Source: an optimization exercise on an open RTL-to-GDS flow (aim: small area and a short achievable clock period). Production flows keep margins and buffers that such runs may drop. RTL that was checked went through simulation tests only; none was proved equivalent to the original.

==> inputs of run a <==
Design ddc_core, start of the top module:
module ddc_core
(
    input  logic        ADC_CLK,
    input  logic        RST_N,
    input  logic [11:0] ADC_IN,
    input  logic        ENC_SW,
    input  logic        ENC_DIR,
    input  logic        ENC_CNT,
    input  logic        ENC_CLK,
    input  logic        DATA_ACK,
    output logic [15:0] OUT,
    output logic        DATA_RDY
);
Settings: LEC_CHECK=0, ABC_AREA=1, CAP_MARGIN=20, CORE_MARGIN=2, CORE_UTILIZATION=40, CTS_CLUSTER_DIAMETER=75, CTS_CLUSTER_SIZE=26, SLEW_MARGIN=20; clock period 8.0 ns.
standard.sh (not shown) runs the stock make flow with config.mk's settings and CLKGATE_MAP_FILE= SYNTH_SCRIPT=/design/flow/synth_recipe.tcl, a recipe that flattens the netlist after the stock synthesis.
==> flow/flow/run.sh <==
#!/bin/bash
# Own layout flow: the standard ORFS flow (standard.sh, unchanged synthesis script and
# constraints) with a few extra ORFS settings:
#  - port buffers are buf_4 cells instead of the default pick,
#  - the resizer may swap cells across footprints,
#  - timing repair aims at a larger setup margin.
set -euo pipefail
bash standard.sh \
  "SETUP_SLACK_MARGIN=${MARGIN:-4.9}" \
  "MATCH_CELL_FOOTPRINT=0" \
  "BUFFER_PORTS_ARGS=-buffer_cell sky130_fd_sc_hd__buf_4" \
  finish > standard_flow.log 2>&1
==> inputs of run b, as changes to run a <==
--- a/flow/flow/run.sh
+++ b/flow/flow/run.sh
@@ -6,7 +6,7 @@
 #  - timing repair aims at a larger setup margin.
 set -euo pipefail
 bash standard.sh \
-  "SETUP_SLACK_MARGIN=${MARGIN:-4.9}" \
+  "SETUP_SLACK_MARGIN=${MARGIN:-5.35}" \
   "MATCH_CELL_FOOTPRINT=0" \
   "BUFFER_PORTS_ARGS=-buffer_cell sky130_fd_sc_hd__buf_4" \
   finish > standard_flow.log 2>&1
==> inputs of run c, as changes to run a <==
--- a/flow/flow/run.sh
+++ b/flow/flow/run.sh
@@ -6,7 +6,7 @@
 #  - timing repair aims at a larger setup margin.
 set -euo pipefail
 bash standard.sh \
-  "SETUP_SLACK_MARGIN=${MARGIN:-4.9}" \
+  "SETUP_SLACK_MARGIN=${MARGIN:-5.05}" \
   "MATCH_CELL_FOOTPRINT=0" \
   "BUFFER_PORTS_ARGS=-buffer_cell sky130_fd_sc_hd__buf_4" \
   finish > standard_flow.log 2>&1
==> qor summary <==
	run c	run b	run a
Crit path setup slack, layout	5.15 ns	5.21 ns	4.98 ns
Sequential Area	0.0151 sq mm	0.0152 sq mm	0.0151 sq mm
Layout inverter count without the clock tree	604	607	603
CP max-delay cell	sky130_fd_sc_hd__dfrtp_2	sky130_fd_sc_hd__dfrtp_1	sky130_fd_sc_hd__dfrtp_1
Multi-input gate share of total cell area	52.3%	52.5%	52.4%
First-pass GRT wire length	160 mm	164 mm	159 mm
Global-route met2 utilization	29.5%	30.5%	29.9%
Total buffers and inverters traversed by the critical path	2	3	2
Reg2Reg Capture Point	mb_q0[4]	u_cic1.u_q[32]	mb_q1[3]
Met1 track demand over resource in global routing	24.2%	25.2%	24.3%
Start point of the critical path	x_q[11]	u_cic1.i1h_q[0]	x_q[10]
Layout Cell Area excl Fill	0.0462 sq mm	0.0505 sq mm	0.0454 sq mm
Status	timing/DRC/antenna clean	timing/DRC/antenna clean	timing/DRC/antenna clean
Syn-to-layout area delta	11.3%	21.7%	9.44%
Average via count per standard cell	5.16	5.21	5.13
Fraction of final layout cells with drive strength greater than 1	8.96%	21.4%	6.70%
Nonclk buf count	144	362	108
Start of the worst register-to-register path	x_q[11]	u_cic1.i1h_q[0]	x_q[10]
Average routed wire per standard cell	15.2 microns	16.0 microns	15.2 microns
Largest net degree at the start of global routing	128	143	156
Cell count of the worst reg-to-reg path	8	18	8

==> job 353: inputs <==
Another version of the RTL of ddc_core (not shown whole).
Design ddc_core, start of the top module:
module ddc_core
(
    input  logic        ADC_CLK,
    input  logic        RST_N,
    input  logic [11:0] ADC_IN,
    input  logic        ENC_SW,
    input  logic        ENC_DIR,
    input  logic        ENC_CNT,
    input  logic        ENC_CLK,
    input  logic        DATA_ACK,
    output logic [15:0] OUT,
    output logic        DATA_RDY
);
clock: 8.0 ns
lec_check: 0
abc_area: 1
cap_margin: 20
core_margin: 2
core_utilization: 40
cts_cluster_diameter: 75
cts_cluster_size: 26
slew_margin: 20
==> flow/flow/run.sh <==
#!/bin/bash
# Own layout flow: the standard ORFS flow (standard.sh, unchanged synthesis script and
# constraints) with a few extra ORFS settings:
#  - port buffers are buf_4 cells instead of the default pick,
#  - the resizer may swap cells across footprints,
#  - timing repair aims at a larger setup margin.
set -euo pipefail
bash standard.sh \
  "SETUP_SLACK_MARGIN=${MARGIN:-5.25}" \
  "MATCH_CELL_FOOTPRINT=0" \
  "BUFFER_PORTS_ARGS=-buffer_cell sky130_fd_sc_hd__buf_4" \
  finish > standard_flow.log 2>&1
==> job 8167: changes against job 353 <==
--- a/flow/flow/run.sh
+++ b/flow/flow/run.sh
@@ -6,7 +6,7 @@
 #  - timing repair aims at a larger setup margin.
 set -euo pipefail
 bash standard.sh \
-  "SETUP_SLACK_MARGIN=${MARGIN:-5.25}" \
+  "SETUP_SLACK_MARGIN=${MARGIN:-5.05}" \
   "MATCH_CELL_FOOTPRINT=0" \
   "BUFFER_PORTS_ARGS=-buffer_cell sky130_fd_sc_hd__buf_4" \
   finish > standard_flow.log 2>&1
==> comparison table <==
quantity                                                      job 8167             job 353
Max-slew headroom at the worst pin                               0.295               0.258
RD Place Congestion                                              0.973               0.921
Fill cell total of the finished layout                          10,156               9,964
Clock buffer instance count of the final layout                     45                  44
Routed via count divided by cell count                            5.17                5.23
Crit-path slowest cell                                         dfrtp_2             dfrtp_1
Run status                                    timing/DRC/antenna clean  timing/DRC/antenna clean
Post-DP HPWL                                                   70.8 mm             70.8 mm
Met2 wire length                                               44.9 mm             46.4 mm
Post-Layout Inst Area                                     46,100 sq um        48,300 sq um
Proportion of cell area spent on the clock network              0.0331              0.0322
Stages on worst setup path                                           8                   1
Highest attainable clock frequency                           0.348 GHz           0.355 GHz
FF-to-FF End                                        mb_q0[3]$_DFF_PN0_  mb_q1[6]$_DFF_PN0_
GRT Overall Usage                                                0.182               0.184
Worst path required time                                       8.50 ns             6.40 ns

==> branch nickel: inputs <==
Starting RTL as in the previous note.
==> flow/config.mk <==
export PLATFORM = sky130hd
export DESIGN_NAME = ddc_core
export DESIGN_NICKNAME = ddc_core
export VERILOG_FILES = /design/flow/design.v
export SDC_FILE = /design/flow/constraint.sdc
export NUM_CORES = 4
export LEC_CHECK = 0
export ABC_AREA = 1
export CAP_MARGIN = 20
export CORE_MARGIN = 2
export CORE_UTILIZATION = 40
export CTS_CLUSTER_DIAMETER = 75
export CTS_CLUSTER_SIZE = 26
export SLEW_MARGIN = 20
==> flow/constraint.sdc <==
create_clock -name core_clock -period 8.0 [get_ports {ADC_CLK}]
set_input_delay 1.6000 -clock core_clock [delete_from_list [all_inputs] [get_ports {ADC_CLK}]]
set_output_delay 1.6000 -clock core_clock [all_outputs]
set_load 0.01 [all_outputs]
==> flow/flow/run.sh <==
#!/bin/bash
# Own layout flow: the standard ORFS flow (standard.sh, unchanged synthesis script and
# constraints) with a few extra ORFS settings:
#  - port buffers are buf_4 cells instead of the default pick,
#  - the resizer may swap cells across footprints,
#  - timing repair aims at a larger setup margin.
set -euo pipefail
bash standard.sh \
  "SETUP_SLACK_MARGIN=${MARGIN:-5.2}" \
  "MATCH_CELL_FOOTPRINT=0" \
  "BUFFER_PORTS_ARGS=-buffer_cell sky130_fd_sc_hd__buf_4" \
  finish > standard_flow.log 2>&1
==> branch indigo (differences from branch nickel) <==
--- a/flow/flow/run.sh
+++ b/flow/flow/run.sh
@@ -6,7 +6,7 @@
 #  - timing repair aims at a larger setup margin.
 set -euo pipefail
 bash standard.sh \
-  "SETUP_SLACK_MARGIN=${MARGIN:-5.2}" \
+  "SETUP_SLACK_MARGIN=${MARGIN:-5.15}" \
   "MATCH_CELL_FOOTPRINT=0" \
   "BUFFER_PORTS_ARGS=-buffer_cell sky130_fd_sc_hd__buf_4" \
   finish > standard_flow.log 2>&1
==> summary of the runs <==
- In global-route usage, branch nickel and branch indigo hardly differ.
- Branch indigo passed the timing, DRC and antenna checks. Branch nickel finished with timing, DRC and antenna clean.
- Of branch indigo and branch nickel, branch nickel has the higher via count (gap about 1%, measured against branch nickel).
- In branch nickel the first-iteration DRC count is larger than in branch indigo, by about 3%.

==> v13: inputs <==
ddc_core, a different RTL version from the one above (not shown whole).
export LEC_CHECK = 0
export ABC_AREA = 1
export CAP_MARGIN = 20
export CORE_MARGIN = 2
export CORE_UTILIZATION = 40
export CTS_CLUSTER_DIAMETER = 60
export CTS_CLUSTER_SIZE = 20
export SLEW_MARGIN = 20
create_clock -name core_clock -period 8.0 [get_ports {ADC_CLK}]
==> flow/flow/run.sh <==
#!/bin/bash
# Own layout flow: the standard ORFS flow (standard.sh, unchanged synthesis script and
# constraints) with a few extra ORFS settings:
#  - port buffers are buf_4 cells instead of the default pick,
#  - the resizer may swap cells across footprints,
#  - timing repair aims at a larger setup margin.
set -euo pipefail
bash standard.sh \
  "SETUP_SLACK_MARGIN=${MARGIN:-5.25}" \
  "MATCH_CELL_FOOTPRINT=0" \
  "BUFFER_PORTS_ARGS=-buffer_cell sky130_fd_sc_hd__buf_4" \
  finish > standard_flow.log 2>&1
==> v10: changes against v13 <==
--- a/flow/design.v
+++ b/flow/design.v
@@ -20,15 +20,16 @@
     input  logic        dv,      
     output logic [15:0] dout
 );
     logic [16:0] i0l_q, i0h_q, i1l_q, i1h_q, i2l_q, i2h_q;
     logic        i0c_a_q, i0c_b_q, i0v_q;    
     logic        i1c_q, i2c_q;
-    logic [33:0] u_q, v_q, w_q;
+    logic        dumph_q;         
+    logic [33:0] u_q, w_q;
     logic        xp_q;            
-    logic [1:0]  cu_q, cv_q;      
+    logic        cu_q;            
     logic ci_s_1;
     logic ci_c_2;
     assign ci_s_1 = i0l_q[0] ^ da[0] ^ db[0];
     assign ci_c_2 = (i0l_q[0] & da[0]) | (i0l_q[0] & db[0]) | (da[0] & db[0]);
     logic ci_s_3;
     logic ci_c_4;
@@ -2037,21 +2038,18 @@
     logic yh_sum_lc_929;
     assign yh_sum_lc_929 = yh_sum_G_911 | (yh_sum_P_912 & yl_sum[17]);
     assign yh_sum[15] = yh_sum_p_842 ^ yh_sum_lc_929;
     logic yh_sum_lc_930;
     assign yh_sum_lc_930 = yh_sum_G_889 | (yh_sum_P_890 & yl_sum[17]);
     assign yh_sum[16] = yh_sum_p_843 ^ yh_sum_lc_930;
-    logic       xb, xp;
-    logic [1:0] cu, cv;
-    logic [2:0] su, sv;
+    logic       xb, xp, cu;
+    logic [1:0] su;
     assign xb = u_q[0];
     assign xp = ser0 ? 1'b0 : xp_q;
-    assign cu = ser0 ? 2'd0 : cu_q;
-    assign cv = ser0 ? 2'd2 : cv_q;
-    assign su = {2'b0, xb} + {2'b0, xp} + {2'b0, v_q[0]} + {1'b0, cu};
-    assign sv = {2'b0, w_q[0]} + {2'b0, ~xb} + {2'b0, ~xp} + {1'b0, cv};
+    assign cu = ser0 ? 1'b1 : cu_q;
+    assign su = {1'b0, xp} + {1'b0, ~w_q[0]} + {1'b0, cu};
     assign dout = yh_sum[16:1];
     always_ff @(posedge clk or negedge rst_n) begin
         if (!rst_n) begin
             i0l_q   <= '0;
             i0h_q   <= '0;
             i1l_q   <= '0;
@@ -2060,39 +2058,37 @@
             i2h_q   <= '0;
             i0c_a_q <= 1'b0;
             i0c_b_q <= 1'b0;
             i0v_q   <= 1'b0;
             i1c_q   <= 1'b0;
             i2c_q   <= 1'b0;
+            dumph_q <= 1'b0;
             u_q     <= '0;
-            v_q     <= '0;
             w_q     <= '0;
             xp_q    <= 1'b0;
-            cu_q    <= '0;
-            cv_q    <= '0;
+            cu_q    <= 1'b0;
         end else begin
             i0l_q   <= i0l_sum[16:0];
             i0c_a_q <= i0c_a_d;
             i0c_b_q <= i0c_b_d;
             i0v_q   <= dv;
             i0h_q   <= i0h_sum;
             i1l_q   <= i1l_sum[16:0];
             i1c_q   <= i1l_sum[17];
             i1h_q   <= i1h_sum;
-            i2l_q   <= i2l_sum[16:0];
-            i2c_q   <= i2l_sum[17];
-            i2h_q   <= i2h_sum;
+            i2l_q   <= strobe ? i1l_q : i2l_sum[16:0];
+            i2c_q   <= strobe ? 1'b0 : i2l_sum[17];
+            i2h_q   <= dumph_q ? i1h_q : i2h_sum;
+            dumph_q <= strobe;
             if (strobe) begin
                 u_q <= {i2h_sum, i2l_q};
             end else if (ser) begin
                 u_q  <= {su[0], u_q[33:1]};
-                v_q  <= {sv[0], v_q[33:1]};
                 w_q  <= {xb, w_q[33:1]};
                 xp_q <= xb;
-                cu_q <= su[2:1];
-                cv_q <= sv[2:1];
+                cu_q <= su[1];
             end
         end
     end
 endmodule
 module ddc_core
 (
@@ -2232,19 +2228,20 @@
     logic [15:0] mb_q1;
     logic mvalid_q;
     logic ms_q0, ms_q1, mns_q0, mns_q1, mk1_q0, mk1_q1, mk2_q0, mk2_q1;
     logic [33:0] mva0, mvb0, mva1, mvb1;
     logic [5:0]  cnt_q;
     logic        strobe, ser, ser0;
+    logic        strobe_q, nser_q, nser0_q;    
     logic [7:0]  a;
     assign a      = phase_q[31:24];
     logic [21:0] qpair;
     assign qpair  = quarter_pair(a[5:0]);
-    assign strobe = &cnt_q;
-    assign ser    = (cnt_q < 6'd34);    
-    assign ser0   = (cnt_q == 6'd0);
+    assign strobe = strobe_q;           
+    assign ser    = ~nser_q;            
+    assign ser0   = ~nser0_q;           
     logic x3_d_p_1;
     logic x3_d_g_15;
     assign x3_d_p_1 = ADC_IN[0] ^ 1'b0;
     assign x3_d_g_15 = ADC_IN[0] & 1'b0;
     logic x3_d_p_2;
     logic x3_d_g_16;
@@ -4253,12 +4250,15 @@
             mk2_q1 <= 1'b0;
             ma_q0 <= '0;
             mb_q0 <= '0;
             ma_q1 <= '0;
             mb_q1 <= '0;
             cnt_q   <= '0;
+            strobe_q <= 1'b0;
+            nser_q  <= 1'b0;
+            nser0_q <= 1'b0;
             out_q   <= '0;
             hold_q  <= '0;
             rdy_q   <= 1'b0;
             ptr_q   <= 1'b0;
         end else begin
             meta_q  <= {DATA_ACK, ENC_CLK, ENC_CNT, ENC_DIR, ENC_SW};
@@ -4341,12 +4341,15 @@
             mns_q1  <= ~lo_q1[19];
             mk1_q0  <= mk1_0_285;
             mk1_q1  <= mk1_1_461;
             mk2_q0  <= mk2_0_286;
             mk2_q1  <= mk2_1_462;
             cnt_q   <= cnt_q + 6'd1;
+            strobe_q <= (cnt_q == 6'd62);
+            nser_q  <= ~((cnt_q < 6'd33) || (cnt_q == 6'd63));
+            nser0_q <= ~(cnt_q == 6'd63);
             if (strobe) begin
                 out_q  <= dec0;
                 hold_q <= dec1;
                 rdy_q  <= 1'b1;
                 ptr_q  <= 1'b0;
             end else if (ack_rise && rdy_q) begin
Settings changed: CTS_CLUSTER_DIAMETER 60 to 75, CTS_CLUSTER_SIZE 20 to 26.
==> summary.txt <==
                                                                    v13           v10
Worst slew margin relative to its limit                          0.4293        0.2839
Number of cells in the finished layout apart from fillers          6631          6328
Non-clock inverter total of the final layout                        642           604
Avg Cell Area, Syn                                            8.863 um2     8.705 um2
Utilization after layout                                         0.4805        0.4663
Overall routed net length                                      102.8 mm      97.20 mm
Met2 Use GR                                                      0.2919        0.2926
Number of sequential cells in the layout                            673           603
Number of global-route vias before repair                         32984         31962
CTS clk-pin slew, worst paths                                   0.07 ns       0.09 ns
Largest net degree at the start of global routing                   195           154
Netlist area before placement                                 43710 um2     41530 um2
Setup skew after layout                                      0.04686 ns    0.04850 ns
Filler cell count in the final layout                             10088          9721
Total iterations of the first detailed-routing run                    7             8
Status                                         timing/DRC/antenna clean  timing/DRC/antenna clean
Area used by sequential logic in the layout                   16890 um2     15130 um2
Pin slew with the least headroom to its limit                 0.8508 ns      1.068 ns
Number of clock buffer instances in the layout                       83            50
Wire length on met1                                            46.06 mm      44.59 mm
All-Layer GR Usage                                               0.1816        0.1803
Only the layout flow was run in v13; the RTL was not checked for function there.

-- static timing again, ports no longer ideal --
The results above use ideal ports. As a check the final layouts listed here were re-extracted and re-timed, cells and wires unchanged.
Step 1: set_driving_cell puts a clkbuf_16 on ADC_CLK and a buf_2 on each other input, an assumption about the parent block.
Step 2 times the ports against the registers' clock, not the clock port: input delays grow and output delays shrink by t, the midpoint of the rising clock arrivals with the driver on.
Three values: no drivers, after step 1, after step 2; two values: the first two.
run | t, ns | setup WS [ns] | worst setup path after step 2 | latest minus earliest clock arrival (ns)
run a | 0.677 | 4.976 / 4.976 / 4.669 | input to register | 0.040 / 0.041
run b | 0.690 | 5.212 / 5.148 / 4.885 | input to register | 0.031 / 0.031
run c | 0.679 | 5.146 / 5.128 / 4.734 | input to register | 0.036 / 0.036
job 353 | 0.679 | 5.181 / 5.115 / 4.911 | input to register | 0.055 / 0.056
job 8167 | 0.679 | 5.123 / 5.105 / 4.760 | input to register | 0.048 / 0.049
branch nickel | 0.677 | 5.192 / 5.125 / 4.843 | input, reset recovery | 0.028 / 0.027
branch indigo | 0.675 | 5.195 / 5.126 / 4.818 | input to register | 0.048 / 0.048
v13 | 0.714 | 5.190 / 5.119 / 4.850 | input, reset recovery | 0.049 / 0.049
v10 | 0.705 | 5.181 / 5.113 / 4.861 | input, reset recovery | 0.052 / 0.051
After both steps every run listed still meets setup and hold. The setup slack of run c, which loses most, moves by -0.018 ns with the drivers and by -0.412 ns with both steps. Setup slack includes reset recovery checks.
